Context: an optimization exercise on an open-source flow, tuned for small area and a short achievable clock period. The choices shown serve that exercise and are no tape-out recipe.
Where RTL was checked, it was by simulation tests only, not by an equivalence proof against the original.
No functional check of the RTL was part of runs 1 and 2.
Power and IR drop assume default switching activity.

## design.v

```verilog
package video_pkg;
	typedef logic [7:0] cam_byte_t;
	typedef struct packed {
		logic [4:0] r;     
		logic [5:0] g;     
		logic [4:0] b;     
	} rgb565_t;
	typedef struct packed {
		logic [7:0] r;
		logic [7:0] g;
		logic [7:0] b;
	} pixel_t;
endpackage
package mem_pkg;
	typedef logic [$clog2(64)-1:0] mem_addr_t;
	typedef enum logic [1:0] {
		req_cam1    = 2'd0,
		req_cam2    = 2'd1,
		req_display = 2'd2
	} req_id_t;
	typedef struct packed {
		mem_addr_t          addr;   
		logic [23:0]        data;   
	} mem_wr_t;
endpackage
module cam_capture #(
	parameter logic [5:0] BASE = '0      
) (
	input  logic        clk_25_2m,
	input  logic        reset,
	input  logic        vsync,
	input  logic        href,
	input  logic [7:0]  data,
	input  logic        wr_ready,        
	output logic        wr_valid,        
	output logic [5:0]  wr_addr,         
	output logic [15:0] wr_data,
	output logic        frame_done
);
	logic        vsync_d;
	logic        vs_rise;
	logic        phase;                  
	logic [7:0]  hi_byte;
	logic [5:0]  wa;                     
	logic        push;
	logic        pop;
	logic [4:0]  wr_cnt;                 
	assign vs_rise = vsync && !vsync_d;
	assign push    = href && phase;
	assign pop     = wr_ready;
	always_ff @(posedge clk_25_2m) begin
		if (!reset) begin
			vsync_d <= 1'b0;
			phase   <= 1'b0;
			wa      <= BASE;
		end else begin
			vsync_d <= vsync;
			if (vs_rise) begin
				phase <= 1'b0;
				wa    <= BASE;
			end else if (href) begin
				phase <= !phase;
				if (phase)
					wa <= wa + 1'b1;
			end
		end
	end
	always_ff @(posedge clk_25_2m) begin
		if (href && !phase)
			hi_byte <= data;
	end
	logic [5:0]  fa [8];
	logic [15:0] fd [8];
	logic [2:0]  wp, rp, rp1, rp_nx;
	logic [3:0]  cnt, cnt_nx;
	logic [5:0]  ha;                     
	logic [5:0]  fa_rp1;
	always_ff @(posedge clk_25_2m) begin
		if (push) begin
			fa[wp] <= wa;
			fd[wp] <= {hi_byte, data};
		end
	end
	always_comb begin
		cnt_nx = cnt;
		if (push && !pop)
			cnt_nx = cnt + 1'b1;
		else if (!push && pop)
			cnt_nx = cnt - 1'b1;
	end
	assign rp1   = rp + 1'b1;
	assign rp_nx = pop ? rp1 : rp;
	always_ff @(posedge clk_25_2m) begin
		if (!reset) begin
			wp       <= '0;
			rp       <= '0;
			cnt      <= '0;
			wr_valid <= 1'b0;
		end else begin
			if (push)
				wp <= wp + 1'b1;
			rp       <= rp_nx;
			cnt      <= cnt_nx;
			wr_valid <= (cnt_nx != '0);
		end
	end
	assign fa_rp1 = fa[rp1];
	always_ff @(posedge clk_25_2m) begin
		if (push && wp == rp_nx)
			ha <= wa;
		else if (pop)
			ha <= fa_rp1;
	end
	assign wr_addr = ha;
	assign wr_data = fd[rp];
	always_ff @(posedge clk_25_2m) begin
		if (!reset) begin
			wr_cnt     <= '0;
			frame_done <= 1'b0;
		end else if (vs_rise) begin
			wr_cnt     <= '0;
			frame_done <= 1'b0;
		end else if (pop) begin
			wr_cnt <= wr_cnt + 1'b1;
			if (wr_cnt == 5'd31)
				frame_done <= 1'b1;
		end
	end
endmodule
module frame_mem_arbiter (
	input  logic        clk_25_2m,
	input  logic        reset,
	input  logic        wr_valid_1,
	input  logic [5:0]  wr_addr_1,
	input  logic [15:0] wr_data_1,
	input  logic        wr_valid_2,
	input  logic [5:0]  wr_addr_2,
	input  logic [15:0] wr_data_2,
	input  logic        rd_req_valid,
	input  logic [5:0]  rd_addr,
	output logic        wr_ready_1,
	output logic        wr_ready_2,
	output logic        rd_req_ready,
	output logic        rd_data_valid,
	output logic [15:0] rd_data
);
	logic [15:0] mem [64];
	logic [2:0]  last;                   
	logic        v1, v2, vd;
	logic        we;
	logic [5:0]  waddr;
	logic [15:0] wdata;
	assign v1 = wr_valid_1;
	assign v2 = wr_valid_2;
	assign vd = rd_req_valid;
	assign wr_ready_1   = v1 && (last[2] || (last[1] && !vd) || (last[0] && !v2 && !vd));
	assign wr_ready_2   = v2 && (last[0] || (last[2] && !v1) || (last[1] && !vd && !v1));
	assign rd_req_ready = vd && (last[1] || (last[0] && !v2) || (last[2] && !v1 && !v2));
	always_ff @(posedge clk_25_2m) begin
		if (!reset) begin
			last          <= 3'b100;         
			rd_data_valid <= 1'b0;
		end else begin
			if (v1 || v2 || vd)
				last <= {rd_req_ready, wr_ready_2, wr_ready_1};
			rd_data_valid <= rd_req_ready;
		end
	end
	assign we    = wr_ready_1 || wr_ready_2;
	assign waddr = wr_ready_1 ? wr_addr_1 : wr_addr_2;
	assign wdata = wr_ready_1 ? wr_data_1 : wr_data_2;
	always_ff @(posedge clk_25_2m) begin
		if (we)
			mem[waddr] <= wdata;
		if (rd_req_ready)
			rd_data <= mem[rd_addr];
	end
endmodule
module video_timing (
	input  logic clk_25_2m,
	input  logic reset,
	input  logic run,
	output logic de,
	output logic hs,
	output logic vs
);
	localparam int HW = $clog2(((8 * 2) + 2 + 4 + 2));
	localparam int VW = $clog2((4 + 1 + 2 + 1));
	localparam int HS_START = (8 * 2) + 2;
	localparam int HS_END   = HS_START + 4;
	localparam int VS_START = 4 + 1;
	localparam int VS_END   = VS_START + 2;
	logic [HW-1:0] x;
	logic [VW-1:0] y;
	logic          line_end;
	logic          frame_end;
	assign line_end  = (x == HW'(((8 * 2) + 2 + 4 + 2) - 1));
	assign frame_end = (y == VW'((4 + 1 + 2 + 1) - 1));
	always_ff @(posedge clk_25_2m) begin
		if (!reset || !run) begin        
			x <= '0;
			y <= '0;
		end else if (line_end) begin
			x <= '0;
			if (frame_end)
				y <= '0;
			else
				y <= y + 1'b1;
		end else begin
			x <= x + 1'b1;
		end
	end
	assign de = run
		&& (x < HW'((8 * 2)))
		&& (y < VW'(4));                
	assign hs = run
		&& (x >= HW'(HS_START))
		&& (x < HW'(HS_END));                
	assign vs = run
		&& (y >= VW'(VS_START))
		&& (y <= VW'(VS_END - 1));
endmodule
module display_reader (
	input  logic        clk_25_2m,
	input  logic        reset,
	input  logic        cam1_done,
	input  logic        cam2_done,
	input  logic        rd_req_ready,
	input  logic        rd_data_valid,
	input  logic [15:0] rd_data,
	input  logic        pixel_req,
	output logic        rd_req_valid,    
	output logic [5:0]  rd_addr,
	output logic        timing_run,
	output logic [15:0] pixel
);
	logic        fetch_en, fetch_nx;
	logic        reads_done;
	logic [3:0]  rx;
	logic [1:0]  ry;
	logic [2:0]  wp, rp;
	logic [3:0]  cnt, cnt_nx;
	logic [15:0] pd [8];
	assign rd_addr = {rx[3], ry, rx[2:0]};
	always_ff @(posedge clk_25_2m) begin
		if (!reset) begin
			rx <= '0;
			ry <= '0;
		end else if (rd_req_ready) begin
			rx <= rx + 1'b1;
			if (rx == 4'd15)
				ry <= ry + 1'b1;
		end
	end
	assign fetch_nx = fetch_en || (cam1_done && cam2_done);
	always_ff @(posedge clk_25_2m) begin
		if (!reset) begin
			fetch_en   <= 1'b0;
			reads_done <= 1'b0;
			timing_run <= 1'b0;
		end else begin
			fetch_en <= fetch_nx;
			if (rd_req_ready && rx == 4'd15 && ry == 2'd3)
				reads_done <= 1'b1;
			if (fetch_en && (cnt == 4'd8 || reads_done))
				timing_run <= 1'b1;
		end
	end
	always_ff @(posedge clk_25_2m) begin
		if (rd_data_valid)
			pd[wp] <= rd_data;
	end
	always_comb begin
		cnt_nx = cnt;
		if (rd_data_valid && !pixel_req)
			cnt_nx = cnt + 1'b1;
		else if (!rd_data_valid && pixel_req)
			cnt_nx = cnt - 1'b1;
	end
	always_ff @(posedge clk_25_2m) begin
		if (!reset) begin
			wp           <= '0;
			rp           <= '0;
			cnt          <= '0;
			rd_req_valid <= 1'b0;
		end else begin
			if (rd_data_valid)
				wp <= wp + 1'b1;
			if (pixel_req)
				rp <= rp + 1'b1;
			cnt <= cnt_nx;
			rd_req_valid <= fetch_nx && ({1'b0, cnt_nx} + {4'b0, rd_req_ready} < 5'd8);
		end
	end
	assign pixel = pd[rp];
endmodule
module stereo_cap_top (
	input  logic                    clk_25_2m,
	input  logic                    reset,
	input  logic                    cam1_vsync,
	input  logic                    cam1_href,
	input  video_pkg::cam_byte_t    cam1_data,
	input  logic                    cam2_vsync,
	input  logic                    cam2_href,
	input  video_pkg::cam_byte_t    cam2_data,
	output logic                    hdmi_de,
	output logic                    hdmi_hs,
	output logic                    hdmi_vs,
	output video_pkg::pixel_t       hdmi_d
);
	logic                 wr_valid_1, wr_ready_1, wr_valid_2, wr_ready_2;
	logic [5:0]           wr_addr_1, wr_addr_2, rd_addr;
	logic [15:0]          wr_data_1, wr_data_2, rd_data, pixel;
	logic                 cam1_done, cam2_done;
	logic                 rd_req_valid, rd_req_ready, rd_data_valid;
	logic                 timing_run, de, hs, vs;
	logic [15:0]          d565;              
	cam_capture #(.BASE(6'd0)) capture_cam1 (
		.clk_25_2m (clk_25_2m), .reset (reset),
		.vsync (cam1_vsync), .href (cam1_href), .data (cam1_data),
		.wr_ready (wr_ready_1), .wr_valid (wr_valid_1),
		.wr_addr (wr_addr_1), .wr_data (wr_data_1), .frame_done (cam1_done)
	);
	cam_capture #(.BASE(6'd32)) capture_cam2 (
		.clk_25_2m (clk_25_2m), .reset (reset),
		.vsync (cam2_vsync), .href (cam2_href), .data (cam2_data),
		.wr_ready (wr_ready_2), .wr_valid (wr_valid_2),
		.wr_addr (wr_addr_2), .wr_data (wr_data_2), .frame_done (cam2_done)
	);
	frame_mem_arbiter mem_arb (
		.clk_25_2m (clk_25_2m), .reset (reset),
		.wr_valid_1 (wr_valid_1), .wr_addr_1 (wr_addr_1), .wr_data_1 (wr_data_1),
		.wr_valid_2 (wr_valid_2), .wr_addr_2 (wr_addr_2), .wr_data_2 (wr_data_2),
		.rd_req_valid (rd_req_valid), .rd_addr (rd_addr),
		.wr_ready_1 (wr_ready_1), .wr_ready_2 (wr_ready_2), .rd_req_ready (rd_req_ready),
		.rd_data_valid (rd_data_valid), .rd_data (rd_data)
	);
	display_reader reader (
		.clk_25_2m (clk_25_2m), .reset (reset),
		.cam1_done (cam1_done), .cam2_done (cam2_done),
		.rd_req_ready (rd_req_ready), .rd_data_valid (rd_data_valid), .rd_data (rd_data),
		.pixel_req (de), .rd_req_valid (rd_req_valid), .rd_addr (rd_addr),
		.timing_run (timing_run), .pixel (pixel)
	);
	video_timing timing (
		.clk_25_2m (clk_25_2m), .reset (reset), .run (timing_run),
		.de (de), .hs (hs), .vs (vs)
	);
	always_ff @(posedge clk_25_2m) begin
		if (!reset) begin
			hdmi_de <= 1'b0;
			hdmi_hs <= 1'b0;
			hdmi_vs <= 1'b0;
			d565    <= '0;
		end else begin
			hdmi_de <= de;
			hdmi_hs <= hs;
			hdmi_vs <= vs;
			d565    <= de ? pixel : '0;    
		end
	end
	assign hdmi_d = {d565[15:11], d565[15:13],
	                 d565[10:5],  d565[10:9],
	                 d565[4:0],   d565[4:2]};
endmodule
```

## run.sh

```bash
#!/bin/bash
# synth_recipe.tcl (not shown) runs the flow's synth.tcl, then flattens the netlist and writes it again
# the make line also repeats each setting of config.mk as NAME=value (left out here)
make -C /OpenROAD-flow-scripts/flow DESIGN_CONFIG=/design/flow/config.mk WORK_HOME=/design/flow/orfs CLKGATE_MAP_FILE= SYNTH_SCRIPT=/design/flow/synth_recipe.tcl finish
```

## config.mk

```make
export PLATFORM = sky130hd
export DESIGN_NAME = stereo_cap_top
export DESIGN_NICKNAME = stereo_cap_top
export VERILOG_FILES = /design/flow/design.v
export SDC_FILE = /design/flow/constraint.sdc
export NUM_CORES = 4
export LEC_CHECK = 0
export CAP_MARGIN = 20
export CORE_MARGIN = 2
export CORE_UTILIZATION = 55
export CTS_BUF_LIST = sky130_fd_sc_hd__clkbuf_16
export CTS_CLUSTER_DIAMETER = 60
export CTS_CLUSTER_SIZE = 30
export SETUP_SLACK_MARGIN = 5.0
export SLEW_MARGIN = 20
```

## constraint.sdc

```tcl
create_clock -name core_clock -period 8.0 [get_ports {clk_25_2m}]
set_input_delay 1.6000 -clock core_clock [delete_from_list [all_inputs] [get_ports {clk_25_2m}]]
set_output_delay 1.6000 -clock core_clock [all_outputs]
set_load 0.01 [all_outputs]
```

==> results of run 1 <==
==> final cells by class <==
class / count / share of cell area
repair buffers: 211 / 0.0293
clock buffers: 121 / 0.0423
multi-input cells: 1290 / 0.206
flip-flops and latches: 1649 / 0.677
clock inverters: 105 / 0.0179
diodes: 2 / 0.0000699
well taps: 1512 / 0.0264
inverters: 18 / 0.000960
==> cell usage after synthesis (15+ instances only) <==
cell type	n	area, um^2
nor2b_1	36	225
xor2_1	24	210
inv_1	17	63.8
o22ai_1	28	175
edfxtp_1	1548	46500
a211oi_1	18	135
mux4_2	369	8310
buf_4	15	113
buf_1	19	71.3
o21ai_0	41	205
dfxtp_1	101	2020
nand2b_1	21	131
clkbuf_1	69	259
nor3_1	35	175
nor2_1	171	642
mux2_2	32	360
ha_1	24	300
nand2_1	110	413
mux2i_1	75	751
and2_1	34	213
buf_2	61	305
a22oi_1	30	225
xnor2_1	29	254
nand3_1	26	130
a21oi_1	63	315
==> per-layer routing <==
layer,wire [um],GRT usage,up-vias
met3,10100,0.0336,186
met2,73800,0.419,1173
met5,0,0,-
met1,62100,0.375,16500
li1,-,-,13100
met4,3240,0.0659,0
==> registers in the layout, summed over array words and instances, names as in the netlist, 5 cells and up <==
signal,count
mem_arb.rd_data,16
capture_cam1.ha,6
capture_cam1.hi_byte,8
capture_cam1.fd,128
capture_cam2.fd,128
reader.pd,128
capture_cam1.wr_cnt,5
capture_cam2.wr_cnt,5
d565,16
capture_cam2.wa,6
capture_cam2.fa,48
capture_cam2.hi_byte,8
capture_cam1.fa,48
timing.x,5
capture_cam2.ha,6
mem_arb.mem,1024
capture_cam1.wa,6
==> through the flow <==
step / std cells / total power [mW] / utilization / hold WS, ns / setup WS (ns)
after floorplan: 3121 / 12.7 / - / 0.432 / 4.16
after global placement: 4641 / 13.9 / 0.582 / 0.441 / 2.93
after detailed placement: 4647 / 14.0 / 0.582 / 0.464 / 3.81
after CTS: 4888 / 20.5 / 0.624 / 0.476 / 4.83
after global routing: 4907 / 21.1 / 0.627 / 0.500 / 5.00
final: 4908 / 20.5 / 0.627 / 0.476 / 5.06
==> cells by family (layout without fill, tap and decap cells) <==
group                    count (synthesis)  count (layout)  share of synthesized area
flip-flops                            1649            1649                      0.764
AND/OR/NAND/NOR                        484             484                     0.0362
multiplexers                           477             477                      0.149
AO/OA/AOI/OAI                          252             252                     0.0262
buffers and inverters                  182             455                     0.0128
XOR/XNOR                                53              53                    0.00731
adder cells (fa/ha/maj)                 24              24                    0.00473
other                                    0               2                          0
==> power by group <==
| group | internal [mW] | switching, mW |
|---|---|---|
| clock network | 3.14 | 3.37 |
| registers | 10.8 | 0.179 |
| logic | 0.834 | 2.15 |
| total | 14.8 | 5.70 |
==> repair_timing <==
item,in CTS,in global routing
buffers inserted,12,17
gates cloned,3,0
setup endpoints to repair,1612,1662
resized for setup,91,27
hold buffers,0,0
pin swaps,2,4
==> path summary, 6_finish.rpt <==
check                            startpoint                             to  slack (ns)  cells past startpoint
setup / recovery        d565[10]$_SDFF_PN0_                      hdmi_d[9]        5.06                      1
hold / removal       timing.x[0]$_SDFF_PP0_         timing.x[0]$_SDFF_PP0_        0.48                      1
setup reg to reg  reader.ry[0]$_SDFFE_PN0P_  mem_arb.rd_data[13]$_DFFE_PP_        5.08                      7
hold reg to reg      timing.x[0]$_SDFF_PP0_         timing.x[0]$_SDFF_PP0_        0.48                      1
==> impl_results.md, run 1 <==
* Sequential share of the synthesized area at 0.764
* Yosys warning count at 6
* Crit path kind: register to primary output
* Final Max Tran Viols at 0
* Core ar. at 114000 um^2
* Status: complete, no violations
* Maximum clock rate at 340 MHz
* Startpoint types: register
* Relative slew margins at 0.357
* Setup Viol. Count Final at 0
* Area added between synthesis and finish at 12.8%
* Slowest CP cell: dfxtp_1
* Worst path max stage delay at 0.34 ns
* Worst Tran Pin Value at 0.958 ns
* GP Congestion at 0.837
* Critical path fanouts, max at 2
* Setup TNS at 0 ns
* Initial DRC Count at 3535
* Commonest non-fill, non-tap cell in the layout: edfxtp_1
* Clock root buffer master: clkbuf_16
* Vias per Instance at 6.30
* Synthesized instance count at 3121
* Final WL at 149000 um
* Max Clock Skew at 0.0418 ns
* Placed cell area at 66600 um^2
* Via count at 30900
* Largest net degree at the start of global routing at 65
* Drt wl/cell at 30.4 um
* Multi-input gate area at 14700 um^2
* Die height at 344 um
* RSZ-0062 raised after global routing: yes
* Initial Utilization at 0.555
* Nets at 3335
* Post-synth EDFFs at 1548
* Delay-heaviest family, CP: flip-flops
* Worst hold path class: register to register
* Req. time, crit path at 6.40 ns
* Layout fillers at 7778
* Final min period at 2.94 ns
* Overflow after GRT at 0
* Mapped Avg Cell Area at 20.3 um^2
* Power per cell area at 286 nW/um^2
* Initial antenna violation count at 4
* # IOs at 49
* Worst-path clk slew at 0.09 ns
* Syn nets at 3167
* Worst Setup End Kind: primary output
* Hold Fails Final Rpt at 0
* Synth unique cells at 64
* Number of global-route vias before repair at 31300
* Fin area at 71700 um^2
* Rows at 124
* DRT Pass-1 Iters at 5
* DRC at 0
* Crit path DAT at 1.34 ns
* Max VDD drop at 0.380 mV
* Main flop type after synthesis: edfxtp_1
* Clock sink total at 1649
* Die width at 344 um
* FF/Latch Area at 48500 um^2
* Fraction of registers with async set/reset at 0
* #FFs+latches synth at 1649
* Layout cells sized above 1 at 0.261
* Cell Chain, Critical Path: dlygate4sd2_1
* H-Tree Depth at 3
* Period utilization at 0.368
* Clock Tree Buf Depth at 3
* Max cap viols at 0
* Inserted Clock Buffers at 119
* Port bufs at 48
* Die ar. at 118000 um^2
* Most frequent cells in the layout: edfxtp_1 (1548), mux4_2 (369), nor2_1 (159)
* Clk latency of the worst-skew pair at 0.75 ns
* GRT Overall Usage at 0.257
* First-pass GRT wire length at 217000 um
* Pleak at 21.9 nW
* Mapped cell area at 63500 um^2
* DP HPWL at 86200 um
* Post-route ant nets at 0
* CTS tree: yes
* Crit path buffers/inverters at 1
==> run 2: changes to the inputs <==
==> flow/run.sh (new file) <==
#!/bin/bash
set -euo pipefail
MARGIN=$(cat flow/margin.txt)
bash standard.sh \
	MATCH_CELL_FOOTPRINT=0 \
	SETUP_SLACK_MARGIN=$MARGIN \
	"BUFFER_PORTS_ARGS=-buffer_cell sky130_fd_sc_hd__buf_4" \
	finish > make_finish.log 2>&1
==> flow/margin.txt (new file) <==
5.3
==> standard.sh (new file) <==
#!/bin/bash
# synth_recipe.tcl (not shown) runs the flow's synth.tcl, then flattens the netlist and writes it again
# the make line also repeats each setting of config.mk as NAME=value (left out here)
make -C /OpenROAD-flow-scripts/flow DESIGN_CONFIG=/design/flow/config.mk WORK_HOME=/design/flow/orfs CLKGATE_MAP_FILE= SYNTH_SCRIPT=/design/flow/synth_recipe.tcl "${@:-finish}"
--- a/config.mk
+++ b/config.mk
@@ -12,4 +12,3 @@
 export CTS_CLUSTER_DIAMETER = 60
 export CTS_CLUSTER_SIZE = 30
-export SETUP_SLACK_MARGIN = 5.0
 export SLEW_MARGIN = 20
removed: run.sh
==> run 2 against run 1 <==
Still clean on timing, DRC and antenna; critical path depth unchanged; hold slack got worse by 0.013 ns; via count increased by 0.92%; maximum frequency increased by 5.7%; sequential share of layout area decreased by 1.5 points; largest power group unchanged; largest cell class unchanged; non-clock buffer count increased by 51; global-route usage increased by 0.29 points; clock skew decreased by 0.0047 ns.
==> impl_results.md, run 2 <==
* Mapped cell area at 63500 um^2 (unchanged)
* Mapped Avg Cell Area at 20.3 um^2 (unchanged)
* Synth area leader: edfxtp_1
* Crit path buffers/inverters at 1 (unchanged)
* Max FFs per register at 1024 (unchanged)
* Number of global-route vias before repair at 31600 (+1.1%)
* Initial antenna violation count at 4 (unchanged)
* Relative slew margins at 0.220 (-0.136)
* Max Clock Skew at 0.0370 ns (-0.00473 ns)
* Port bufs at 48 (unchanged)
* Layout cells sized above 1 at 0.320 (+0.0587)
* Post-synth top area share at 0.732 (unchanged)
* RSZ-0062 raised after global routing: yes
* Initial DRC Count at 3152 (-11%)
* Post-route ant nets at 0 (unchanged)
* Worst Tran Pin Value at 1.17 ns (+0.207 ns)
* GP Congestion at 0.780 (-6.8%)
* Final Max Tran Viols at 0 (unchanged)
* Core ar. at 114000 um^2 (unchanged)
* Synth unique cells at 64 (unchanged)
* Clock root buffer master: clkbuf_16
* Max cap viols at 0 (unchanged)
* Final min period at 2.78 ns (-0.160 ns)
* Nets at 3386 (+1.5%)
* Status: complete, no violations
* Count leader, synth: edfxtp_1
* Inst Count DP at 4615 (-0.69%)
* Vias per Instance at 6.29 (-0.12%)
* Inserted Clock Buffers at 118 (-0.84%)
* Die width at 344 um (unchanged)
* Rows at 124 (unchanged)
* Maximum clock rate at 359 MHz (+5.7%)
* Slowest CP cell: dfxtp_2
* Post-synth EDFFs at 1548 (unchanged)
* M3 GR Usage at 0.0340 (+0.000387)
* Crit path DAT at 1.18 ns (-0.16 ns)
* Fraction of registers with async set/reset at 0 (unchanged)
* R2R Setup Slk at 5.22 ns (+0.14 ns)
* Most frequent cells in the layout: edfxtp_1 (1548), mux4_2 (369), buf_4 (135)
* Worst Setup End Kind: primary output
* Hold Fails Final Rpt at 0 (unchanged)
* Overflow after GRT at 0 (unchanged)
* Via count at 31200 (+0.92%)
* Non-filler cells, final at 4959 (+1.0%)
* Setup TNS at 0 ns (unchanged)
* Pleak at 22.4 nW (+2.4%)
* Worst path max stage delay at 0.36 ns (+0.02 ns)
* DRT Pass-1 Iters at 7 (+2)
* Startpoint types: register
* Drt wl/cell at 30.7 um (+0.83%)
* Period utilization at 0.348 (-0.0200)
* #FFs+latches synth at 1649 (unchanged)
* Met2 Resource Use GR at 0.427 (+0.00708)
* Clk latency of the worst-skew pair at 0.74 ns (about the same)
* Delay-heaviest family, CP: flip-flops
* Hold wc startpoint: timing.x[0]$_SDFF_PP0_
* Post-synth top cells: edfxtp_1 (1548), mux4_2 (369), nor2_1 (171), nand2_1 (110), dfxtp_1 (101)
* Critical path fanouts, max at 2 (unchanged)
* DRC at 0 (unchanged)
* Setup Viol. Count Final at 0 (unchanged)
* Largest net degree at the start of global routing at 65 (unchanged)
* Area added between synthesis and finish at 15.5%
* Final WL at 152000 um (+1.9%)
* CTS tree: yes
* Sequential share of the synthesized area at 0.764 (unchanged)
* Yosys warning count at 6 (unchanged)
* Synthesized instance count at 3121 (unchanged)
* Power per cell area at 284 nW/um^2 (-0.51%)
* Main flop type after synthesis: edfxtp_1
* Largest cells by area after synthesis: edfxtp_1 (73%), mux4_2 (13%), dfxtp_1 (3.2%), mux2i_1 (1.2%), nor2_1 (1.0%)
* Worst r2r src: reader.rx[1]$_SDFFE_PN0P_
* H-Tree Depth at 3 (unchanged)
* Cell Chain, Critical Path: buf_6
* GRT Overall Usage at 0.260 (+0.00293)
* Worst hold path class: register to register
* Met1 usage at 0.377 (+0.00274)
* DP HPWL at 84800 um (-1.7%)
* Gr busiest metal: met2
* CP startpoint: d565[2]$_SDFF_PN0_
* Initial Utilization at 0.555 (unchanged)
* Req. time, crit path at 6.40 ns (about the same)
* Clock sink total at 1649 (unchanged)
* # IOs at 49 (unchanged)
* Die height at 344 um (unchanged)
* First-pass GRT wire length at 220000 um (+1.2%)
* Crit path kind: register to primary output
* Commonest non-fill, non-tap cell in the layout: edfxtp_1
* Top reg by flops: mem_arb.mem
* Max VDD drop at 0.247 mV (-35%)
* Layout fillers at 7640 (-1.8%)
* Worst-path clk slew at 0.08 ns (about the same)
* Clock Tree Buf Depth at 3 (unchanged)
* Syn nets at 3167 (unchanged)
* Die ar. at 118000 um^2 (unchanged)
==> run 2: cell counts after synthesis <==
Identical to the previous run, type by type.
==> run 2: power by group <==
| part | internal [mW] | leakage, nW | switching [mW] | total (mW) |
|---|---|---|---|---|
| clock | 3.21 | 2.10 | 3.32 | 6.53 |
| combinational | 1.00 | 5.58 | 2.35 | 3.36 |
| sequential | 10.8 | 14.7 | 0.156 | 10.9 |
| total | 15.0 | 22.4 | 5.83 | 20.8 |
==> run 2: through the flow <==
stage / cell area, um^2 / util / setup slack [ns] / power, mW / hold WS (ns)
global placement: 66400 / 0.580 / 3.96 / 13.9 / 0.442
detailed placement: 66500 / 0.581 / 4.06 / 14.1 / 0.457
CTS: 72800 / 0.637 / 5.15 / 20.9 / 0.469
global route: 73300 / 0.641 / 5.16 / 21.5 / 0.488
floorplan: 64000 / - / 4.92 / 12.8 / 0.432
finish: 73400 / 0.642 / 5.22 / 20.8 / 0.464
==> run 2: worst paths after layout <==
check / to / cells after the start
setup / recovery: hdmi_d[0] / 1
hold / removal: timing.x[0]$_SDFF_PP0_ / 1
setup reg to reg: mem_arb.rd_data[12]$_DFFE_PP_ / 6
hold reg to reg: timing.x[0]$_SDFF_PP0_ / 1
==> run 2: what timing repair did <==
action / in CTS / in global routing
gates resized for setup: 188 / 71
hold buffers: 0 / 0
setup endpoints to repair: 1983 / 1463
buffers inserted: 78 / 22
pin swaps: 44 / 9
gates cloned: 9 / 8
==> run 2: final cells by class <==
class | count | area [um^2] | area share
Sequential cell | 1649 | 48600 | 0.662
Multi-Input combinational cell | 1291 | 15400 | 0.210
Timing Repair Buffer | 262 | 3100 | 0.0423
Clock buffer | 120 | 3000 | 0.0409
Tap cell | 1512 | 1890 | 0.0258
Clock inverter | 103 | 1330 | 0.0181
Inverter | 18 | 71.3 | 0.000972
Antenna cell | 4 | 10.0 | 0.000136
==> run 2: metal layers <==
layer,part of all wire,wire (um)
met1,0.42,63500
met5,0.00018,27
met2,0.49,75100
met3,0.064,9730
met4,0.025,3790
==> run 2: kinds of logic (layout without fill, tap and decap cells) <==
family | after synthesis | in the layout | share of synthesized area
xor+xnor | 53 | 53 | 0.00731
other cells | 0 | 4 | 0
flops | 1649 | 1649 | 0.764
mux | 477 | 477 | 0.149
fa+ha+maj | 24 | 24 | 0.00473
simple gates | 484 | 484 | 0.0362
compound gates | 252 | 253 | 0.0262
buf+inv | 182 | 503 | 0.0128
==> run 3: changes to the inputs <==
--- a/design.v
+++ b/design.v
@@ -33,5 +33,5 @@
 	input  logic [7:0]  data,
 	input  logic        wr_ready,        
-	output logic        wr_valid,        
+	output logic        wr_valid_nx,     
 	output logic [5:0]  wr_addr,         
 	output logic [15:0] wr_data,
@@ -89,4 +89,5 @@
 			cnt_nx = cnt - 1'b1;
 	end
+	assign wr_valid_nx = reset && (cnt_nx != '0);
 	assign rp1   = rp + 1'b1;
 	assign rp_nx = pop ? rp1 : rp;
@@ -96,5 +97,4 @@
 			rp       <= '0;
 			cnt      <= '0;
-			wr_valid <= 1'b0;
 		end else begin
 			if (push)
@@ -102,5 +102,4 @@
 			rp       <= rp_nx;
 			cnt      <= cnt_nx;
-			wr_valid <= (cnt_nx != '0);
 		end
 	end
@@ -131,5 +130,5 @@
 	input  logic        clk_25_2m,
 	input  logic        reset,
-	input  logic        wr_valid_1,
+	input  logic        wr_valid_1,      
 	input  logic [5:0]  wr_addr_1,
 	input  logic [15:0] wr_data_1,
@@ -147,4 +146,6 @@
 	logic [15:0] mem [64];
 	logic [2:0]  last;                   
+	logic [2:0]  last_nx;
+	logic [2:0]  g, g_nx;                
 	logic        v1, v2, vd;
 	logic        we;
@@ -154,17 +155,19 @@
 	assign v2 = wr_valid_2;
 	assign vd = rd_req_valid;
-	assign wr_ready_1   = v1 && (last[2] || (last[1] && !vd) || (last[0] && !v2 && !vd));
-	assign wr_ready_2   = v2 && (last[0] || (last[2] && !v1) || (last[1] && !vd && !v1));
-	assign rd_req_ready = vd && (last[1] || (last[0] && !v2) || (last[2] && !v1 && !v2));
-	always_ff @(posedge clk_25_2m) begin
-		if (!reset) begin
-			last          <= 3'b100;         
+	assign last_nx = !reset ? 3'b100 : ((g != 3'b000) ? g : last);
+	assign g_nx[0] = v1 && (last_nx[2] || (last_nx[1] && !vd) || (last_nx[0] && !v2 && !vd));
+	assign g_nx[1] = v2 && (last_nx[0] || (last_nx[2] && !v1) || (last_nx[1] && !vd && !v1));
+	assign g_nx[2] = vd && (last_nx[1] || (last_nx[0] && !v2) || (last_nx[2] && !v1 && !v2));
+	always_ff @(posedge clk_25_2m) begin
+		last <= last_nx;
+		g    <= g_nx;
+		if (!reset)
 			rd_data_valid <= 1'b0;
-		end else begin
-			if (v1 || v2 || vd)
-				last <= {rd_req_ready, wr_ready_2, wr_ready_1};
-			rd_data_valid <= rd_req_ready;
-		end
+		else
+			rd_data_valid <= g[2];
 	end
+	assign wr_ready_1   = g[0];
+	assign wr_ready_2   = g[1];
+	assign rd_req_ready = g[2];
 	assign we    = wr_ready_1 || wr_ready_2;
 	assign waddr = wr_ready_1 ? wr_addr_1 : wr_addr_2;
@@ -254,4 +257,5 @@
 	end
 	assign fetch_nx = fetch_en || (cam1_done && cam2_done);
+	assign rd_req_valid = reset && fetch_nx && ({1'b0, cnt_nx} + {4'b0, rd_req_ready} < 5'd8);
 	always_ff @(posedge clk_25_2m) begin
 		if (!reset) begin
@@ -283,5 +287,4 @@
 			rp           <= '0;
 			cnt          <= '0;
-			rd_req_valid <= 1'b0;
 		end else begin
 			if (rd_data_valid)
@@ -290,5 +293,4 @@
 				rp <= rp + 1'b1;
 			cnt <= cnt_nx;
-			rd_req_valid <= fetch_nx && ({1'b0, cnt_nx} + {4'b0, rd_req_ready} < 5'd8);
 		end
 	end
@@ -319,5 +321,5 @@
 		.clk_25_2m (clk_25_2m), .reset (reset),
 		.vsync (cam1_vsync), .href (cam1_href), .data (cam1_data),
-		.wr_ready (wr_ready_1), .wr_valid (wr_valid_1),
+		.wr_ready (wr_ready_1), .wr_valid_nx (wr_valid_1),
 		.wr_addr (wr_addr_1), .wr_data (wr_data_1), .frame_done (cam1_done)
 	);
@@ -325,5 +327,5 @@
 		.clk_25_2m (clk_25_2m), .reset (reset),
 		.vsync (cam2_vsync), .href (cam2_href), .data (cam2_data),
-		.wr_ready (wr_ready_2), .wr_valid (wr_valid_2),
+		.wr_ready (wr_ready_2), .wr_valid_nx (wr_valid_2),
 		.wr_addr (wr_addr_2), .wr_data (wr_data_2), .frame_done (cam2_done)
 	);
==> run.sh (new file) <==
#!/bin/bash
# synth_recipe.tcl (not shown) runs the flow's synth.tcl, then flattens the netlist and writes it again
# the make line also repeats each setting of config.mk as NAME=value (left out here)
make -C /OpenROAD-flow-scripts/flow DESIGN_CONFIG=/design/flow/config.mk WORK_HOME=/design/flow/orfs CLKGATE_MAP_FILE= SYNTH_SCRIPT=/design/flow/synth_recipe.tcl finish
--- a/config.mk
+++ b/config.mk
@@ -12,3 +12,4 @@
 export CTS_CLUSTER_DIAMETER = 60
 export CTS_CLUSTER_SIZE = 30
+export SETUP_SLACK_MARGIN = 5.0
 export SLEW_MARGIN = 20
removed: flow/run.sh
removed: flow/margin.txt
removed: standard.sh
==> run 3 against run 2 <==
Still clean on timing, DRC and antenna; first-iteration DRC count is 11% lower; clock-buffer cell count grew 17; total power is 5.5% lower; cell count down 4.7%; synthesized cell count down 5.6%; synthesized area decreased by 0.21%; clock power grew 3%; die area down 0.21%; non-clock buffer count decreased by 79; global-route usage decreased by 1.9 points; sequential power about the same; largest cell class unchanged; largest power group unchanged.
==> impl_results.md, run 3 <==
* Status: complete, no violations
* Hold Fails Final Rpt at 0 (unchanged)
* Worst Tran Pin Value at 1.08 ns (-0.0842 ns)
* Cell Chain, Critical Path: clkdlybuf4s50_1 > and2_4 > nand2_4 > nor2_4
* Max VDD drop at 0.231 mV (-6.4%)
* Largest net degree at the start of global routing at 72 (+11%)
* Max FFs per register at 1024 (unchanged)
* Post-Synth Simple-Gate Area at 0.0273 (-0.00889)
* Mapped Avg Cell Area at 21.5 um^2 (+5.7%)
* Rows at 124 (unchanged)
* Period utilization at 0.379 (+0.0308)
* Initial DRC Count at 2807 (-11%)
* Pleak at 21.7 nW (-2.9%)
* Setup TNS at 0 ns (unchanged)
* Clk latency of the worst-skew pair at 0.78 ns (+0.04 ns)
* Post-synth top area share at 0.734 (+0.00156)
* Post-synth top cells: edfxtp_1 (1548), mux4_2 (427), nor2_1 (129), dfxtp_1 (101), nand2_1 (92)
* Power Total at 19.7 mW (-5.5%)
* Main combinational cell family by area after synthesis: multiplexers
* GP Congestion at 0.769 (-1.4%)
* Initial antenna violation count at 3 (-1)
* Yosys warning count at 6 (unchanged)
* Post-Synth Adder-Cell Area at 0.00474 (+0.0000101)
* Commonest non-fill, non-tap cell in the layout: edfxtp_1
* Fraction of registers with async set/reset at 0 (unchanged)
* Final WL at 139000 um (-8.8%)
* Die ar. at 118000 um^2 (-0.21%)
* Startpoint types: primary input
* Drt wl/cell at 29.3 um (-4.3%)
* Gr busiest metal: met2
* Port bufs at 48 (unchanged)
* Overflow after GRT at 0 (unchanged)
* Fin util at 0.624 (-0.0178)
* Req. time, crit path at 8.37 ns (+1.97 ns)
* First-pass GRT wire length at 204000 um (-7.3%)
* Core ar. at 114000 um^2 (unchanged)
* Critical path fanouts, max at 22 (+20)
* Placed cell area at 66400 um^2 (-0.15%)
* Worst hold path class: register to register
* Die width at 343 um (-0.10%)
* Number of global-route vias before repair at 30100 (-4.8%)
* Clock root buffer master: clkbuf_16
* Clock sink total at 1649 (unchanged)
* Slowest CP cell: clkdlybuf4s50_1
* Compound-gate portion of the synthesized area at 0.0148 (-0.0115)
* Top reg by flops: mem_arb.mem
* Setup Viol. Count Final at 0 (unchanged)
* Final min period at 3.03 ns (+0.246 ns)
* Via count at 29300 (-6.1%)
* # IOs at 49 (unchanged)
* Synth area leader: edfxtp_1
* CTS tree: yes
* Count leader, synth: edfxtp_1
* Post-synthesis mux area share at 0.166 (+0.0175)
* Inserted Clock Buffers at 131 (+11%)
* Initial Utilization at 0.554 (-0.00118)
* Relative slew margins at 0.277 (+0.0566)
* Largest cells by area after synthesis: edfxtp_1 (73%), mux4_2 (15%), dfxtp_1 (3.2%), mux2i_1 (1.4%), nor2_1 (0.76%)
* Worst path max stage delay at 0.70 ns (+0.34 ns)
* Met2 Resource Use GR at 0.396 (-0.0310)
* Nets at 3150 (-7.0%)
* Delay-heaviest family, CP: simple AND/OR/NAND/NOR gates
* Crit path buffers/inverters at 1 (unchanged)
* Power per cell area at 276 nW/um^2 (-2.8%)
* DRT Pass-1 Iters at 5 (-2)
* Final Max Tran Viols at 0 (unchanged)
* Vias per Instance at 6.20 (-1.4%)
* Post-synth EDFFs at 1548 (unchanged)
* Crit path kind: primary input to register
* Max cap viols at 0 (unchanged)
* Mapped cell area at 63400 um^2 (-0.21%)
* Die height at 343 um (-0.10%)
* Clock Tree Buf Depth at 3 (unchanged)
* Crit path DAT at 3.40 ns (+2.22 ns)
* RSZ-0062 raised after global routing: yes
* Worst Setup End Kind: register
* Area added between synthesis and finish at 12.6%
* Syn nets at 2993 (-5.5%)
* XOR/XNOR share of the synthesized area at 0.00774 (+0.000430)
* Synth unique cells at 50 (-22%)
* Worst-path clk slew at 0.08 ns (about the same)
* GRT Overall Usage at 0.242 (-0.0188)
* Most frequent cells in the layout: edfxtp_1 (1548), mux4_2 (427), clkbuf_16 (138)
* M3 GR Usage at 0.0307 (-0.00326)
* Synthesized instance count at 2947 (-5.6%)
* Met1 usage at 0.351 (-0.0268)
* Sequential share of the synthesized area at 0.766 (+0.00163)
* DRC at 0 (unchanged)
* Main flop type after synthesis: edfxtp_1
* Maximum clock rate at 330 MHz (-8.1%)
* Max Clock Skew at 0.0444 ns (+0.00739 ns)
* #FFs+latches synth at 1649 (unchanged)
* DP HPWL at 79100 um (-6.7%)
* Layout cells sized above 1 at 0.270 (-0.0498)
* Hold WS at 0.479 ns (+0.0154 ns)
* Post-route ant nets at 0 (unchanged)
* H-Tree Depth at 4 (+1)
* Fin area at 71300 um^2 (-2.8%)
==> run 3: metal layers <==
metal,vias up,wire [um]
li1,12500,-
met1,15800,59000
met2,896,69100
met3,182,7520
met4,0,3070
met5,-,0
==> run 3: what timing repair did <==
action / 4_1_cts / 5_1_grt
buffers inserted: 6 / 7
pin swaps: 9 / 3
endpoints found under the hold margin: 0 / 0
cloned: 4 / 1
setup endpoints to repair: 1250 / 670
gates resized for setup: 55 / 18
hold buffers: 0 / 0
==> run 3: where the power goes <==
group / internal [mW] / leakage (nW) / switching [mW]
Combinational: 0.639 / 4.83 / 1.72
Clock: 3.46 / 2.21 / 3.24
Sequential: 10.5 / 14.7 / 0.133
Total: 14.6 / 21.7 / 5.09
==> run 3: cell type report <==
| type | count | area, um^2 |
|---|---|---|
| clock buffer | 137 | 3430 |
| fill | 7701 | 43000 |
| antenna | 1 | 2.50 |
| timing repair buffer | 183 | 1740 |
| inverter | 33 | 124 |
| tap | 1512 | 1890 |
| multi-input combinational | 1106 | 14500 |
| sequential | 1649 | 48500 |
| clock inverter | 103 | 1070 |
==> run 3: cell families after synthesis <==
| family | count (synthesis) |
|---|---|
| DFF | 1649 |
| muxes | 518 |
| and+or+nand+nor | 367 |
| buffers and inverters | 193 |
| AOI/OAI and AO/OA | 140 |
| xor gates and xnor gates | 56 |
| adders and majority gates | 24 |
==> run 3: through the flow <==
step                      worst slack [ns]  cells
after floorplan                       4.64   2947
after global placement                3.87   4461
after detailed placement              3.91   4462
after CTS                             5.00   4712
after global routing                  4.90   4723
final                                 4.97   4724
==> run 3: worst paths after layout <==
kind / start / endpoint / slack [ns] / depth (start not counted)
worst max-delay path: cam1_href / capture_cam1.fd[7][8]$_DFFE_PP_ / 4.97 / 4
worst min-delay path: timing.x[0]$_SDFF_PP0_ / timing.x[0]$_SDFF_PP0_ / 0.48 / 1
worst max register to register: reader.rx[1]$_SDFFE_PN0P_ / mem_arb.rd_data[14]$_DFFE_PP_ / 5.07 / 7
worst min register to register: timing.x[0]$_SDFF_PP0_ / timing.x[0]$_SDFF_PP0_ / 0.48 / 1
==> run 4: changes to the inputs <==
==> flow/run.sh (new file) <==
#!/bin/bash
set -euo pipefail
MARGIN=$(cat flow/margin.txt)
bash standard.sh \
	MATCH_CELL_FOOTPRINT=0 \
	SETUP_SLACK_MARGIN=$MARGIN \
	"BUFFER_PORTS_ARGS=-buffer_cell sky130_fd_sc_hd__buf_4" \
	finish > make_finish.log 2>&1
==> flow/margin.txt (new file) <==
5.4
==> standard.sh (new file) <==
#!/bin/bash
# synth_recipe.tcl (not shown) runs the flow's synth.tcl, then flattens the netlist and writes it again
# the make line also repeats each setting of config.mk as NAME=value (left out here)
make -C /OpenROAD-flow-scripts/flow DESIGN_CONFIG=/design/flow/config.mk WORK_HOME=/design/flow/orfs CLKGATE_MAP_FILE= SYNTH_SCRIPT=/design/flow/synth_recipe.tcl "${@:-finish}"
--- a/config.mk
+++ b/config.mk
@@ -8,8 +8,7 @@
 export CAP_MARGIN = 20
 export CORE_MARGIN = 2
-export CORE_UTILIZATION = 55
+export CORE_UTILIZATION = 70
 export CTS_BUF_LIST = sky130_fd_sc_hd__clkbuf_16
 export CTS_CLUSTER_DIAMETER = 60
 export CTS_CLUSTER_SIZE = 30
-export SETUP_SLACK_MARGIN = 5.0
 export SLEW_MARGIN = 20
removed: run.sh
==> run 4 against run 3 <==
Still clean on timing, DRC and antenna; critical path depth fell by 3; hold slack improved by 0.020 ns; final area rose by 1.6%; first-iteration DRC count rose by 62%; critical path type is now register to primary output; highest routed layer unchanged.
==> impl_results.md, run 4 <==
* Status: complete, no violations
* Synth area leader: edfxtp_1
* Fin area at 72400 um^2 (+1.6%)
* Core ar. at 89900 um^2 (-21%)
* Count leader, synth: edfxtp_1
* Mapped Avg Cell Area at 21.5 um^2 (unchanged)
* Maximum clock rate at 358 MHz (+8.4%)
* R2R Setup Slk at 5.22 ns (+0.15 ns)
* Nets at 3203 (+1.7%)
* Worst hold path class: register to register
* Clock root buffer master: clkbuf_16
* Most frequent cells in the layout: edfxtp_1 (1548), mux4_2 (427), buf_4 (135)
* Synth unique cells at 50 (unchanged)
* Relative slew margins at 0.293 (+0.0162)
* Max Clock Skew at 0.0407 ns (-0.00373 ns)
* Max FFs per register at 1024 (unchanged)
* # IOs at 49 (unchanged)
* GP Congestion at 0.779 (+1.4%)
* Crit path DAT at 1.19 ns (-2.21 ns)
* Max cap viols at 0 (unchanged)
* Max VDD drop at 0.249 mV (+7.6%)
* Final min period at 2.79 ns (-0.235 ns)
* Post-synth top area share at 0.734 (unchanged)
* Pleak at 22.0 nW (+1.1%)
* Mapped cell area at 63400 um^2 (unchanged)
* Delay-heaviest family, CP: flip-flops
* Setup Viol. Count Final at 0 (unchanged)
* Clk latency of the worst-skew pair at 0.72 ns (-0.06 ns)
* Placed cell area at 66000 um^2 (-0.61%)
* Clock sink total at 1649 (unchanged)
* Die ar. at 92900 um^2 (-21%)
* Syn nets at 2993 (unchanged)
* Power per cell area at 262 nW/um^2 (-5.2%)
* Setup TNS at 0 ns (unchanged)
* Overflow after GRT at 0 (unchanged)
* Seq pwr share at 0.563 (+0.023)
* Drt wl/cell at 35.1 um (+20%)
* Clock Tree Buf Depth at 3 (unchanged)
* Yosys warning count at 6 (unchanged)
* Via count at 31500 (+7.3%)
* H-Tree Depth at 3 (-1)
* Clock power frac at 0.299 (-0.041)
* Fraction of registers with async set/reset at 0 (unchanged)
* Die width at 305 um (-11%)
* Fin util at 0.806 (+0.182)
* Power share of the combinational group at 0.138 (+0.018)
* Worst Setup End Kind: primary output
* GRT Overall Usage at 0.332 (+0.0909)
* P_int at 13.8 mW (-5.2%)
* Crit path buffers/inverters at 1 (unchanged)
* Initial antenna violation count at 0 (-3)
* Crit path kind: register to primary output
* Layout cells sized above 1 at 0.339 (+0.0692)
* Largest net degree at the start of global routing at 66 (-8.3%)
* Worst-path clk slew at 0.10 ns (+0.02 ns)
* Number of global-route vias before repair at 31300 (+3.9%)
* Cell Chain, Critical Path: buf_6
* Vias per Instance at 7.13 (+15%)
* Final WL at 155000 um (+12%)
* Post-synth EDFFs at 1548 (unchanged)
* Post-route ant nets at 0 (unchanged)
* Initial DRC Count at 4543 (+62%)
* Area added between synthesis and finish at 14.3%
* DP HPWL at 74800 um (-5.4%)
* Net Sw Frac at 0.270 (+0.0115)
* Commonest non-fill, non-tap cell in the layout: edfxtp_1
* Largest cells by area after synthesis: edfxtp_1 (73%), mux4_2 (15%), dfxtp_1 (3.2%), mux2i_1 (1.4%), nor2_1 (0.76%)
* Worst Tran Pin Value at 1.06 ns (-0.0243 ns)
* Critical path fanouts, max at 2 (-91%)
* Rows at 110 (-11%)
* Worst path max stage delay at 0.37 ns (-0.33 ns)
* DRC at 0 (unchanged)
* Startpoint types: register
* DRT Pass-1 Iters at 6 (+1)
* CTS tree: yes
* Main flop type after synthesis: edfxtp_1
* Synthesized instance count at 2947 (unchanged)
* Req. time, crit path at 6.40 ns (-1.97 ns)
* Port bufs at 48 (unchanged)
* Initial Utilization at 0.705 (+0.151)
* Top reg by flops: mem_arb.mem
* Post-synth top cells: edfxtp_1 (1548), mux4_2 (427), nor2_1 (129), dfxtp_1 (101), nand2_1 (92)
* Inserted Clock Buffers at 94 (-28%)
* #FFs+latches synth at 1649 (unchanged)
* RSZ-0062 raised after global routing: yes
* First-pass GRT wire length at 218000 um (+7.1%)
* Sequential share of the synthesized area at 0.766 (unchanged)
* Slowest CP cell: dfxtp_2
* Final Max Tran Viols at 0 (unchanged)
* Die height at 305 um (-11%)
* Period utilization at 0.349 (-0.0294)
* P_sw at 5.12 mW (+0.56%)
* Hold Fails Final Rpt at 0 (unchanged)
[run 4: final cells by class]
cell class                 count  area (um^2)
clock inverter                78          985
fill                        4168        17400
tap                         1176         1470
antenna                        1         2.50
timing repair buffer         271         3510
clock buffer                  98         2450
multi-input combinational   1108        15300
inverter                      33          124
sequential                  1649        48600
[run 4: final timing paths]
path	depth (start not counted)	startpoint	endpoint
worst min-delay path	1	timing.x[0]$_SDFF_PP0_	timing.x[0]$_SDFF_PP0_
worst max-delay path	1	d565[9]$_SDFF_PN0_	hdmi_d[14]
worst min register to register	1	timing.x[0]$_SDFF_PP0_	timing.x[0]$_SDFF_PP0_
worst max register to register	6	reader.rx[0]$_SDFFE_PN0P_	mem_arb.rd_data[9]$_DFFE_PP_
[run 4: worst register-to-register path: cells and delay by family, from the launching register on]
| family | cells | cell delay [ns] |
|---|---|---|
| AO/OA/AOI/OAI | 1 | 0.42 |
| buffers and inverters | 2 | 0.43 |
| AND/OR/NAND/NOR | 1 | 0.10 |
| flip-flops | 1 | 0.48 |
| multiplexers | 2 | 1.07 |
[run 4: what timing repair did]
item | CTS | global route
pin swaps | 45 | 25
cloned | 28 | 10
hold buffers | 0 | 0
buffers inserted | 64 | 28
setup endpoints to repair | 1930 | 1954
resized for setup | 167 | 91
[run 4: power by group through the flow]
stage | clock network, mW | registers, mW | logic [mW]
final | 5.67 | 10.7 | 2.62
after global routing | 5.99 | 10.7 | 2.77
after CTS | 5.68 | 10.7 | 2.45
after detailed placement | 0 | 10.8 | 2.35
after global placement | 0 | 10.8 | 2.23
after floorplan | 0 | 10.8 | 1.48
[run 4: per-stage QoR]
stage | hold slack [ns] | setup WS, ns | total power [mW] | cells
2_1_floorplan | 0.433 | 4.86 | 12.2 | 2947
3_3_place_gp | 0.442 | 3.96 | 13.0 | 4107
3_5_place_dp | 0.467 | 4.00 | 13.2 | 4107
4_1_cts | 0.480 | 5.14 | 18.8 | 4375
5_1_grt | 0.527 | 5.16 | 19.4 | 4413
6_report | 0.499 | 5.21 | 19.0 | 4414
[run 4: metal layers]
metal,wire length [um],up-vias,share of wire,track usage
met5,0,-,0,0
met4,6410,0,0.041,0.119
met1,55100,16500,0.36,0.473
met3,16100,326,0.10,0.0528
met2,77600,2081,0.50,0.539
li1,-,12500,-,-
[run 4: logic make-up after synthesis]
| family | count (synthesis) | share of synthesized area |
|---|---|---|
| compound gates | 140 | 0.0148 |
| xor+xnor | 56 | 0.00774 |
| fa+ha+maj | 24 | 0.00474 |
| buf+inv | 193 | 0.0136 |
| flops | 1649 | 0.766 |
| mux | 518 | 0.166 |
| simple gates | 367 | 0.0273 |
==> run 5: changes to the inputs <==
==> flow/margin.txt (replaced) <==
5.3
--- a/config.mk
+++ b/config.mk
@@ -8,5 +8,5 @@
 export CAP_MARGIN = 20
 export CORE_MARGIN = 2
-export CORE_UTILIZATION = 70
+export CORE_UTILIZATION = 55
 export CTS_BUF_LIST = sky130_fd_sc_hd__clkbuf_16
 export CTS_CLUSTER_DIAMETER = 60
==> run 5 against run 4 <==
Highest routed layer unchanged; utilization shrank 17 points; via count shrank 4.7%; total power is 3.8% higher.
==> impl_results.md, run 5 <==
* Status: complete, no violations
* Worst r2r src: reader.rx[2]$_SDFFE_PN0P_
* Largest net degree at the start of global routing at 65 (-1.5%)
* Top reg by flops: mem_arb.mem
* FF-to-FF End: mem_arb.rd_data[3]$_DFFE_PP_
* Mapped cell area at 63400 um^2 (unchanged)
* Crit path kind: register to primary output
* Nets at 3189 (-0.44%)
* Yosys warning count at 6 (unchanged)
* GRT Overall Usage at 0.255 (-0.0771)
* DP Worst Slack at 4.00 ns (-0.00109 ns)
* GP Congestion at 0.765 (-1.8%)
* Sequential share of the synthesized area at 0.766 (unchanged)
* Clock root buffer master: clkbuf_16
* DRC at 0 (unchanged)
* Synth area leader: edfxtp_1
* Fin area at 72300 um^2 (-0.23%)
* Max Clock Skew at 0.0321 ns (-0.00859 ns)
* Slowest CP cell: dfxtp_2
* RSZ-0062 raised after global routing: yes
* Synth unique cells at 50 (unchanged)
* R2r worst-path depth at 6 (unchanged)
* Overflow after GRT at 0 (unchanged)
* R2R Setup Slk at 5.32 ns (+0.10 ns)
* Worst-path clk slew at 0.08 ns (-0.02 ns)
* Syn nets at 2993 (unchanged)
* Clock power frac at 0.329 (+0.030)
* Commonest non-fill, non-tap cell in the layout: edfxtp_1
* #FFs+latches synth at 1649 (unchanged)
* Final WL at 149000 um (-4.2%)
* Die ar. at 118000 um^2 (+27%)
* Hold wc startpoint: timing.x[0]$_SDFF_PP0_
* Crit path DAT at 1.19 ns (about the same)
* Hold Fails Final Rpt at 0 (unchanged)
* Worst Setup End Kind: primary output
* Req. time, crit path at 6.40 ns (about the same)
* Port bufs at 48 (unchanged)
* P_int at 14.4 mW (+3.8%)
* Post-synth EDFFs at 1548 (unchanged)
* Net Sw Frac at 0.270 (about the same)
* Initial DRC Count at 3288 (-28%)
* Delay-heaviest family, CP: flip-flops
* # IOs at 49 (unchanged)
* Clk latency of the worst-skew pair at 0.74 ns (+0.02 ns)
* Max FFs per register at 1024 (unchanged)
* Largest cells by area after synthesis: edfxtp_1 (73%), mux4_2 (15%), dfxtp_1 (3.2%), mux2i_1 (1.4%), nor2_1 (0.76%)
* DRT Pass-1 Iters at 6 (unchanged)
* Vias per Instance at 6.30 (-12%)
* Hold Path Depth at 1 (unchanged)
* Worst path max stage delay at 0.36 ns (about the same)
* Worst hold path class: register to register
* Crit path setup slack, layout at 5.21 ns (+0.000310 ns)
* Fraction of registers with async set/reset at 0 (unchanged)
* Power Total at 19.7 mW (+3.8%)
* Initial Utilization at 0.554 (-0.151)
* Placed cell area at 66300 um^2 (+0.49%)
* Area added between synthesis and finish at 14.1%
* Synthesized instance count at 2947 (unchanged)
* Die width at 343 um (+13%)
* Number of global-route vias before repair at 30500 (-2.5%)
* Final min period at 2.79 ns (-0.000310 ns)
* Maximum clock rate at 358 MHz (about the same)
* H-Tree Depth at 3 (unchanged)
* Cell Chain, Critical Path: buf_6
* Max cap viols at 0 (unchanged)
* Startpoint types: register
* DP HPWL at 80100 um (+7.0%)
* Main flop type after synthesis: edfxtp_1
* Die height at 343 um (+13%)
* First-pass GRT wire length at 213000 um (-2.3%)
* Crit path buffers/inverters at 1 (unchanged)
* Core ar. at 114000 um^2 (+27%)
* Inserted Clock Buffers at 118 (+26%)
* Clock Tree Buf Depth at 3 (unchanged)
* Count leader, synth: edfxtp_1
* Hold WS at 0.484 ns (-0.0148 ns)
* Via count at 30000 (-4.7%)
* Relative slew margins at 0.223 (-0.0706)
* Critical path fanouts, max at 2 (unchanged)
* Power per cell area at 272 nW/um^2 (+4.0%)
* Layout cells sized above 1 at 0.319 (-0.0197)
* Pleak at 22.0 nW (about the same)
* Power share of the combinational group at 0.130 (-0.008)
* WHS Endpoint: timing.x[0]$_SDFF_PP0_
* Period utilization at 0.349 (about the same)
* CTS tree: yes
* Post-route ant nets at 0 (unchanged)
* Setup Viol. Count Final at 0 (unchanged)
* Most frequent cells in the layout: edfxtp_1 (1548), mux4_2 (427), buf_4 (143)
* Worst Tran Pin Value at 1.16 ns (+0.108 ns)
* Clock sink total at 1649 (unchanged)
* P_sw at 5.31 mW (+3.8%)
* Drt wl/cell at 31.2 um (-11%)
* Post-synth top area share at 0.734 (unchanged)
* Post-synth top cells: edfxtp_1 (1548), mux4_2 (427), nor2_1 (129), dfxtp_1 (101), nand2_1 (92)
* Max VDD drop at 0.237 mV (-4.7%)
* Mapped Avg Cell Area at 21.5 um^2 (unchanged)
* Initial antenna violation count at 7 (+7)
* Seq pwr share at 0.541 (-0.022)
* Final Max Tran Viols at 0 (unchanged)
* Rows at 124 (+13%)
* Setup TNS at 0 ns (unchanged)
[run 5: worst max-delay path by stage]
stage                                    from                              end  slack, ns  depth (start not counted)
finish                     d565[2]$_SDFF_PN0_                        hdmi_d[5]       5.21                          1
global route               d565[3]$_SDFF_PN0_                        hdmi_d[1]       5.15                          1
CTS                      mem_arb.g[0]$_DFF_P_    mem_arb.mem[24][10]$_DFFE_PP_       5.14                          4
global placement    reader.rx[1]$_SDFFE_PN0P_     mem_arb.rd_data[0]$_DFFE_PP_       4.00                          6
floorplan                           cam2_href  capture_cam2.fa[0][0]$_DFFE_PP_       4.86                          4
detailed placement  reader.rx[1]$_SDFFE_PN0P_     mem_arb.rd_data[0]$_DFFE_PP_       4.00                          6
[run 5: routing by layer]
metal | vias up | part of all wire | global-route usage
li1 | 12600 | - | -
met4 | 0 | 0.028 | 0.0683
met2 | 1070 | 0.50 | 0.416
met5 | - | 0 | 0
met3 | 194 | 0.066 | 0.0402
met1 | 16200 | 0.41 | 0.366
[run 5: power groups by stage]
stage	logic [mW]	clock network [mW]	registers, mW
3_3_place_gp	2.19	0	10.9
3_5_place_dp	2.31	0	10.9
5_1_grt	2.74	6.89	10.7
4_1_cts	2.52	6.59	10.7
6_report	2.56	6.48	10.6
2_1_floorplan	1.44	0	10.8
[run 5: cell families (layout without fill, tap and decap cells)]
| group | count (synthesis) | in the layout | share of synthesized area |
|---|---|---|---|
| XOR/XNOR | 56 | 56 | 0.00774 |
| buffers and inverters | 193 | 492 | 0.0136 |
| flip-flops | 1649 | 1649 | 0.766 |
| adder cells (fa/ha/maj) | 24 | 24 | 0.00474 |
| AND/OR/NAND/NOR | 367 | 370 | 0.0273 |
| other | 0 | 1 | 0 |
| AO/OA/AOI/OAI | 140 | 140 | 0.0148 |
| multiplexers | 518 | 518 | 0.166 |
[run 5: repair_timing]
item	4_1_cts	5_1_grt
pin swaps	18	3
buffers inserted	43	16
endpoints found under the setup margin	1589	1251
hold buffers	0	0
resized for setup	119	39
gates cloned	14	5
[run 5: final cells by class]
class	count	area (um^2)
flip-flops and latches	1649	48600
multi-input cells	1108	14900
repair buffers	233	2610
inverters	33	124
clock inverters	105	1200
well taps	1512	1890
clock buffers	121	3030
diodes	1	2.50
fillers	7612	42100
[run 5: stage by stage]
step | util | cells
floorplan | - | 2947
global placement | 0.580 | 4457
detailed placement | 0.580 | 4457
CTS | 0.628 | 4740
global route | 0.632 | 4761
finish | 0.632 | 4762
==> run 6: changes to the inputs <==
--- a/config.mk
+++ b/config.mk
@@ -10,5 +10,5 @@
 export CORE_UTILIZATION = 55
 export CTS_BUF_LIST = sky130_fd_sc_hd__clkbuf_16
-export CTS_CLUSTER_DIAMETER = 60
+export CTS_CLUSTER_DIAMETER = 100
 export CTS_CLUSTER_SIZE = 30
 export SLEW_MARGIN = 20
==> run 6 against run 5 <==
Worst setup slack worse by 0.0071 ns; combinational power hardly changed; register-to-register slack worse by 0.03 ns; clock skew is 0.011 ns lower; die area stayed put; sequential power hardly changed; first-iteration DRC count is 1.5% lower; clock power is 41% lower; global-route usage is 0.30 points lower; non-clock buffer count is 21 higher; flip-flop and latch count stayed put; cell count is 2.2% lower; highest routed layer unchanged.
==> impl_results.md, run 6 <==
* Layout cells sized above 1 at 0.293 (-0.0266)
* Final Max Tran Viols at 0 (unchanged)
* Overflow after GRT at 0 (unchanged)
* Synthesized instance count at 2947 (unchanged)
* Inserted Clock Buffers at 60 (-49%)
* Initial Utilization at 0.554 (unchanged)
* Nets at 3152 (-1.2%)
* FF-to-FF End: mem_arb.mem[11][1]$_DFFE_PP_
* Max Clock Skew at 0.0207 ns (-0.0114 ns)
* CTS Hold Bufs at 0 (unchanged)
* FF/Latch Area at 48600 um^2 (unchanged)
* Period utilization at 0.350 (+0.000883)
* Die height at 343 um (unchanged)
* Cell Chain, Critical Path: buf_6
* GRT Overall Usage at 0.252 (-0.00302)
* Relative slew margins at 0.235 (+0.0126)
* R2r worst-path depth at 5 (-1)
* Worst Setup End Kind: primary output
* Port bufs at 48 (unchanged)
* Main flop type after synthesis: edfxtp_1
* Clk latency of the worst-skew pair at 0.73 ns (about the same)
* Clock root buffer master: clkbuf_16
* Post-route ant nets at 0 (unchanged)
* Worst hold path class: register to register
* Power Total at 17.0 mW (-13%)
* Multi-input gate area at 15000 um^2 (+0.88%)
* Final min period at 2.80 ns (+0.00706 ns)
* Startpoint types: register
* Area added between synthesis and finish at 10.7%
* CTS tree: yes
* Final WL at 148000 um (-0.38%)
* WHS Endpoint: timing.x[0]$_SDFF_PP0_
* Hold wc startpoint: timing.x[0]$_SDFF_PP0_
* Rows at 124 (unchanged)
* H-Tree Depth at 2 (-1)
* Mapped Avg Cell Area at 21.5 um^2 (unchanged)
* Clock sink total at 1649 (unchanged)
* Clock Tree Buf Depth at 3 (unchanged)
* Synth unique cells at 50 (unchanged)
* RSZ-0062 raised after global routing: yes
* Req. time, crit path at 6.40 ns (about the same)
* Hold Fails Final Rpt at 0 (unchanged)
* Critical path fanouts, max at 2 (unchanged)
* Max FFs per register at 1024 (unchanged)
* Largest cells by area after synthesis: edfxtp_1 (73%), mux4_2 (15%), dfxtp_1 (3.2%), mux2i_1 (1.4%), nor2_1 (0.76%)
* Most frequent cells in the layout: edfxtp_1 (1548), mux4_2 (427), buf_4 (157)
* Max cap viols at 0 (unchanged)
* Synth area leader: edfxtp_1
* DRT Pass-1 Iters at 5 (-1)
* Setup Viol. Count Final at 0 (unchanged)
* Layout fillers at 7807 (+2.6%)
* Initial DRC Count at 3238 (-1.5%)
* First-pass GRT wire length at 211000 um (-1.2%)
* Hold Path Depth at 1 (unchanged)
* Yosys warning count at 6 (unchanged)
* Count leader, synth: edfxtp_1
* Initial antenna violation count at 9 (+2)
* Crit path DAT at 1.20 ns (about the same)
* Fraction of registers with async set/reset at 0 (unchanged)
* Number of global-route vias before repair at 29900 (-2.0%)
* Power per cell area at 243 nW/um^2 (-11%)
* Top reg by flops: mem_arb.mem
* Crit path setup slack, layout at 5.20 ns (-0.00706 ns)
* Mapped cell area at 63400 um^2 (unchanged)
* N_diodes at 0 (-1)
* Syn nets at 2993 (unchanged)
* R2R Setup Slk at 5.29 ns (-0.03 ns)
* Fin area at 70200 um^2 (-2.9%)
* Post-synth EDFFs at 1548 (unchanged)
* # IOs at 49 (unchanged)
* Vias per Instance at 6.36 (+0.97%)
* Slowest CP cell: dfxtp_2
* Crit path buffers/inverters at 1 (unchanged)
* Post-synth top cells: edfxtp_1 (1548), mux4_2 (427), nor2_1 (129), dfxtp_1 (101), nand2_1 (92)
* Commonest non-fill, non-tap cell in the layout: edfxtp_1
* GP Congestion at 0.765 (unchanged)
* Max VDD drop at 0.221 mV (-6.9%)
* Crit path kind: register to primary output
* Maximum clock rate at 357 MHz (-0.25%)
* Worst path max stage delay at 0.37 ns (about the same)
* Worst Tran Pin Value at 1.15 ns (-0.0189 ns)
* Via count at 29600 (-1.3%)
* Drt wl/cell at 31.8 um (+1.9%)
* Fin util at 0.614 (-0.0185)
* Worst r2r src: mem_arb.g[0]$_DFF_P_
* Status: complete, no violations
* Sequential share of the synthesized area at 0.766 (unchanged)
* Core ar. at 114000 um^2 (unchanged)
* Largest net degree at the start of global routing at 65 (unchanged)
* Placed cell area at 66300 um^2 (unchanged)
* Die width at 343 um (unchanged)
* #FFs+latches synth at 1649 (unchanged)
* Setup TNS at 0 ns (unchanged)
* DP Worst Slack at 4.00 ns (unchanged)
* Post-synth top area share at 0.734 (unchanged)
* Delay-heaviest family, CP: flip-flops
* DRC at 0 (unchanged)
* DP HPWL at 80100 um (unchanged)
* Pleak at 21.1 nW (-4.2%)
* Worst-path clk slew at 0.12 ns (+0.04 ns)
* Die ar. at 118000 um^2 (unchanged)
run 6: changes by cell type in the layout (fill, tap and decap cells not counted), moves of 9 or more:
cell        before  now
clkbuf_16      132   76
inv_1           34   70
inv_6           28    0
inv_8           20    0
buf_4          143  157
clkinvlp_4      11    0
clkinv_4         9    0
inv_12           9    0
run 6: cell type report:
class	instances	share of cell area
Sequential cell	1649	0.692
Clock buffer	61	0.0218
Timing Repair Buffer	254	0.0417
Inverter	33	0.00177
Multi-Input combinational cell	1108	0.214
Clock inverter	40	0.00214
Tap cell	1512	0.0270
run 6: worst max-delay path by stage:
stage	startpoint	end	slack, ns	depth (start not counted)
final	d565[2]$_SDFF_PN0_	hdmi_d[5]	5.20	1
after global routing	d565[3]$_SDFF_PN0_	hdmi_d[1]	5.15	1
after CTS	d565[10]$_SDFF_PN0_	hdmi_d[15]	5.15	1
after detailed placement	reader.rx[1]$_SDFFE_PN0P_	mem_arb.rd_data[0]$_DFFE_PP_	4.00	6
after global placement	reader.rx[1]$_SDFFE_PN0P_	mem_arb.rd_data[0]$_DFFE_PP_	4.00	6
after floorplan	cam2_href	capture_cam2.fa[0][0]$_DFFE_PP_	4.86	4
run 6: timing repair:
action	in CTS	in global routing
pin swaps	18	8
endpoints found under the setup margin	1589	1708
cloned	18	10
setup buffers	43	28
resized for setup	120	75
run 6: per-layer routing:
| layer | global-route usage | vias to the layer above | share of wire |
|---|---|---|---|
| met4 | 0.0664 | 0 | 0.027 |
| li1 | - | 12400 | - |
| met1 | 0.366 | 16100 | 0.41 |
| met2 | 0.414 | 1003 | 0.50 |
| met5 | 0 | - | 0 |
| met3 | 0.0321 | 155 | 0.063 |
run 6: metrics by stage:
stage                     instances  hold slack [ns]
after floorplan                2947            0.433
after global placement         4457            0.441
after detailed placement       4457            0.462
after CTS                      4619            0.480
after global routing           4657            0.510
final                          4657            0.488
run 6: kinds of logic after synthesis:
group,count (synthesis),share of synthesized area
AO/OA/AOI/OAI,140,0.0148
multiplexers,518,0.166
XOR/XNOR,56,0.00774
AND/OR/NAND/NOR,367,0.0273
flip-flops,1649,0.766
adder cells (fa/ha/maj),24,0.00474
buffers and inverters,193,0.0136
run 6: power by group:
part	switching [mW]	internal, mW
combinational	1.83	0.707
sequential	0.145	10.5
clock	2.44	1.40
total	4.42	12.6

-- separate check: timing with driven ports --
How much do the figures lean on ideal ports? The routed layouts below were timed once more, with nothing changed but the port constraints.
Step 1: set_driving_cell puts a clkbuf_16 on clk_25_2m and a buf_2 on each other input, an assumption about the parent block.
Step 2 also shifts input and output timing later by t, the mid clock arrival at the registers, as if the neighbouring blocks saw the same clock.
a / b / c = ideal ports / drivers / drivers and shift; a / b = the first two.
run	t (ns)	setup WS [ns]	worst setup path after step 2	clock arrival spread, ns	slew at the worst register clock pin (ns)
run 1	0.803	5.057 / 4.984 / 4.327	input to register	0.047 / 0.047	0.10 / 0.10
run 2	0.801	5.217 / 5.137 / 4.608	input to register	0.039 / 0.039	0.10 / 0.10
run 3	0.833	4.971 / 4.885 / 4.053	input to register	0.051 / 0.051	0.10 / 0.10
run 4	0.765	5.206 / 5.140 / 4.676	input to register	0.050 / 0.050	0.11 / 0.11
run 5	0.802	5.206 / 5.127 / 4.527	input to register	0.034 / 0.033	0.10 / 0.10
run 6	0.796	5.199 / 5.123 / 4.549	input to register	0.021 / 0.020	0.12 / 0.12
After both steps every run listed still meets setup and hold. For run 3, which loses most, drivers alone change the setup slack by -0.086 ns; drivers and shift together by -0.918 ns.
